What follows belongs to an exercise in optimizing a design on an open flow for small area; a production flow would make more cautious choices. RTL that was checked went through simulation tests only; none was proved equivalent to the original.

## v27
Design sidTop, start of the top module:
module sidTop (
  input  logic            clk,
  input  logic            arstN,
  input  logic            clkEn,         
  input  logic            we,
  input  sidPkg::regAddrT addr,
  input  sidPkg::regDataT dataW,
  output sidPkg::regDataT dataR,
  output sidPkg::sampleT  audioOut
);
Size: ~400 flip-flops.
==> flow/config.mk <==
export PLATFORM = sky130hd
export DESIGN_NAME = sidTop
export DESIGN_NICKNAME = sidTop
export VERILOG_FILES = /design/flow/design.v
export SDC_FILE = /design/flow/constraint.sdc
export NUM_CORES = 4
export LEC_CHECK = 0
export CAP_MARGIN = 20
export CORE_MARGIN = 2
export CORE_UTILIZATION = 60
export CTS_BUF_LIST = sky130_fd_sc_hd__clkbuf_4
export GPL_TIMING_DRIVEN = 0
export SLEW_MARGIN = 20
==> flow/constraint.sdc <==
create_clock -name core_clock -period 9.0 [get_ports {clk}]
set_input_delay 1.8000 -clock core_clock [delete_from_list [all_inputs] [get_ports {clk}]]
set_output_delay 1.8000 -clock core_clock [all_outputs]
set_load 0.01 [all_outputs]
run.sh (not shown) runs the stock make flow with config.mk's settings and CLKGATE_MAP_FILE= SYNTH_SCRIPT=/design/flow/synth_recipe.tcl, a recipe that flattens the netlist after the stock synthesis.
Input changes introduced in v14 (baseline for comparison: v27):
Settings: GPL_TIMING_DRIVEN no longer set, was 0.
Summary of the comparison: worst setup slack is higher in v14, relative to v27.
Pin slew with the least headroom to its limit ended up 0.012 ns lower on v14 than on v27.
Clock buffer instance count of the final layout (lower): v27
Compare v27 and v14 | worst hold margin lower: v27
v14 gives less wire length per cell after detailed routing than v27 did.
Between v27 and v14, the flow reports pin count of the biggest net entering global routing increasing by more than half.
What v20 does differently from v14 at the input level:
Settings: putting GPL_TIMING_DRIVEN at 0 where nothing was set; swapping sky130_fd_sc_hd__clkbuf_4 for sky130_fd_sc_hd__clkbuf_8 in CTS_BUF_LIST.
--- outcome ---
Count of cells resized by post-cts repair was higher in the run labelled v20.
v20 and v14 ended up with roughly the same layout inverter count without the clock tree.
v20 has number of fill cells in the layout below what v14 had.
Of the two candidates, v14 has the better post-detailed-routing wire length and v20 the worse one.
In the reports for v14 and v20, the smaller total non-filler cell area in the finished layout belongs to v14.
Looking at multi-input combinational cell area, v20 sits about 0.45% above v14.
Function was not checked in any run of this note: the RTL went through the layout flow alone.


job 735:
Another version of the RTL of sidTop (not shown whole).
Size in the first run: ~3,000 cells after synthesis, roughly 41 I/O pins, about 31,000 um2 of cells after synthesis.
==> flow/config.mk <==
export PLATFORM = sky130hd
export DESIGN_NAME = sidTop
export DESIGN_NICKNAME = sidTop
export VERILOG_FILES = /design/flow/design.v
export SDC_FILE = /design/flow/constraint.sdc
export NUM_CORES = 4
export LEC_CHECK = 0
export CAP_MARGIN = 20
export CORE_MARGIN = 2
export CORE_UTILIZATION = 60
export CTS_BUF_LIST = sky130_fd_sc_hd__clkbuf_4
export SLEW_MARGIN = 20
==> flow/constraint.sdc <==
create_clock -name core_clock -period 9.0 [get_ports {clk}]
set_input_delay 1.8000 -clock core_clock [delete_from_list [all_inputs] [get_ports {clk}]]
set_output_delay 1.8000 -clock core_clock [all_outputs]
set_load 0.01 [all_outputs]
standard.sh (not shown) runs the stock make flow with config.mk's settings and CLKGATE_MAP_FILE= SYNTH_SCRIPT=/design/flow/synth_recipe.tcl, a recipe that flattens the netlist after the stock synthesis.
==> flow/flow/run.sh <==
#!/bin/bash
# Own layout flow: the standard synthesis, then a polarity clean-up of its
# netlist (flow/faflip.py: full adders and simple gates built in whichever
# polarity leaves the fewest inverters; registers untouched), then the
# standard layout with clock tree synthesis told not to add dummy loads.
set -euo pipefail
R=$PWD/orfs/results/$FLOW_PLATFORM/sidTop/base
LIB=$FLOW_HOME/platforms/$FLOW_PLATFORM/lib/sky130_fd_sc_hd__tt_025C_1v80.lib

bash standard.sh "$R/1_2_yosys.v" > synth.log 2>&1
cp "$R/1_2_yosys.v" "$R/1_2_yosys_orig.v"
python3 flow/faflip.py "$LIB" "$R/1_2_yosys_orig.v" "$R/1_2_yosys_flip.v" > faflip.log 2>&1
cp "$R/1_2_yosys_flip.v" "$R/1_2_yosys.v"

CTS="-sink_clustering_enable -repair_clock_nets -dont_use_dummy_load -buf_list sky130_fd_sc_hd__clkbuf_4"
bash standard.sh "CTS_ARGS=$CTS" finish > layout.log 2>&1
Other scripts of this flow, unchanged in this note and not shown: flow/flow/faflip.py, flow/flow/libinfo.py
Looking at the reports, job 735 completed the entire flow and the layout it produced met the timing, design-rule and antenna checks.
Changes in job 6518 relative to job 735:
--- a/flow/flow/run.sh
+++ b/flow/flow/run.sh
@@ -13,4 +13,4 @@
 cp "$R/1_2_yosys_flip.v" "$R/1_2_yosys.v"
 
-CTS="-sink_clustering_enable -repair_clock_nets -dont_use_dummy_load -buf_list sky130_fd_sc_hd__clkbuf_4"
+CTS="-sink_clustering_enable -repair_clock_nets -dont_use_dummy_load -buf_list sky130_fd_sc_hd__clkbuf_8 -sink_clustering_size 20 -sink_clustering_max_diameter 60"
 bash standard.sh "CTS_ARGS=$CTS" finish > layout.log 2>&1
[summary]
Job 6518: max-slew headroom at the worst pin is 1.2 points lower than what job 735 reported. On reg-to-reg setup timing slack, the lower figure sits with job 735, not job 6518. Job 735 → job 6518: worst setup slack went down by 0.23 ns; worst hold slack grew by 0.0088 ns; cell area decreased by 0.92% relative to the old numbers; total vias in the final route -418. Job 6518 vs job 735 — count of clock-buffer cells in the layout dropped by more than half. Sum of buffers and inverters on the critical path, job 735 and job 6518: higher on job 6518. A cell with the largest stage delay on the worst path of sky130_fd_sc_hd__clkdlybuf4s50_1 is what job 6518 shows, while sky130_fd_sc_hd__fa_1 belongs to job 735. Looking at number of global-route vias before repair across job 735 and job 6518, the one that comes out lower is job 6518.

[afterwards: timing with drivers on the ports]
No port has a modelled driver above. Below, the same layouts with a new extraction and two added sets of constraints. Step 1, drivers: a clkbuf_16 drives clk and a buf_2 each remaining input, both assumed. Step 2 moves the port delays by t, midway between the first and last clock arrival at a register: inputs arrive t later, outputs are due t later. That takes back most of the time a late clock gives input paths. Three values: no drivers, after step 1, after step 2; two values: the first two.
run	shift t [ns]	setup slack, ns	worst register clock-pin slew, ns
v27	0.948	0.310 / 0.346 / -0.602	0.09 / 0.09
v14	0.909	0.604 / 0.623 / -0.286	0.08 / 0.08
v20	0.722	0.203 / 0.243 / -0.479	0.09 / 0.09
job 735	0.889	0.619 / 0.644 / -0.245	0.07 / 0.07
job 6518	0.663	0.391 / 0.426 / -0.237	0.12 / 0.12
With both steps, setup timing fails in every run listed, where it was met with ideal ports. The setup slack of v27, which loses most, moves by +0.036 ns with the drivers and by -0.912 ns with both steps.
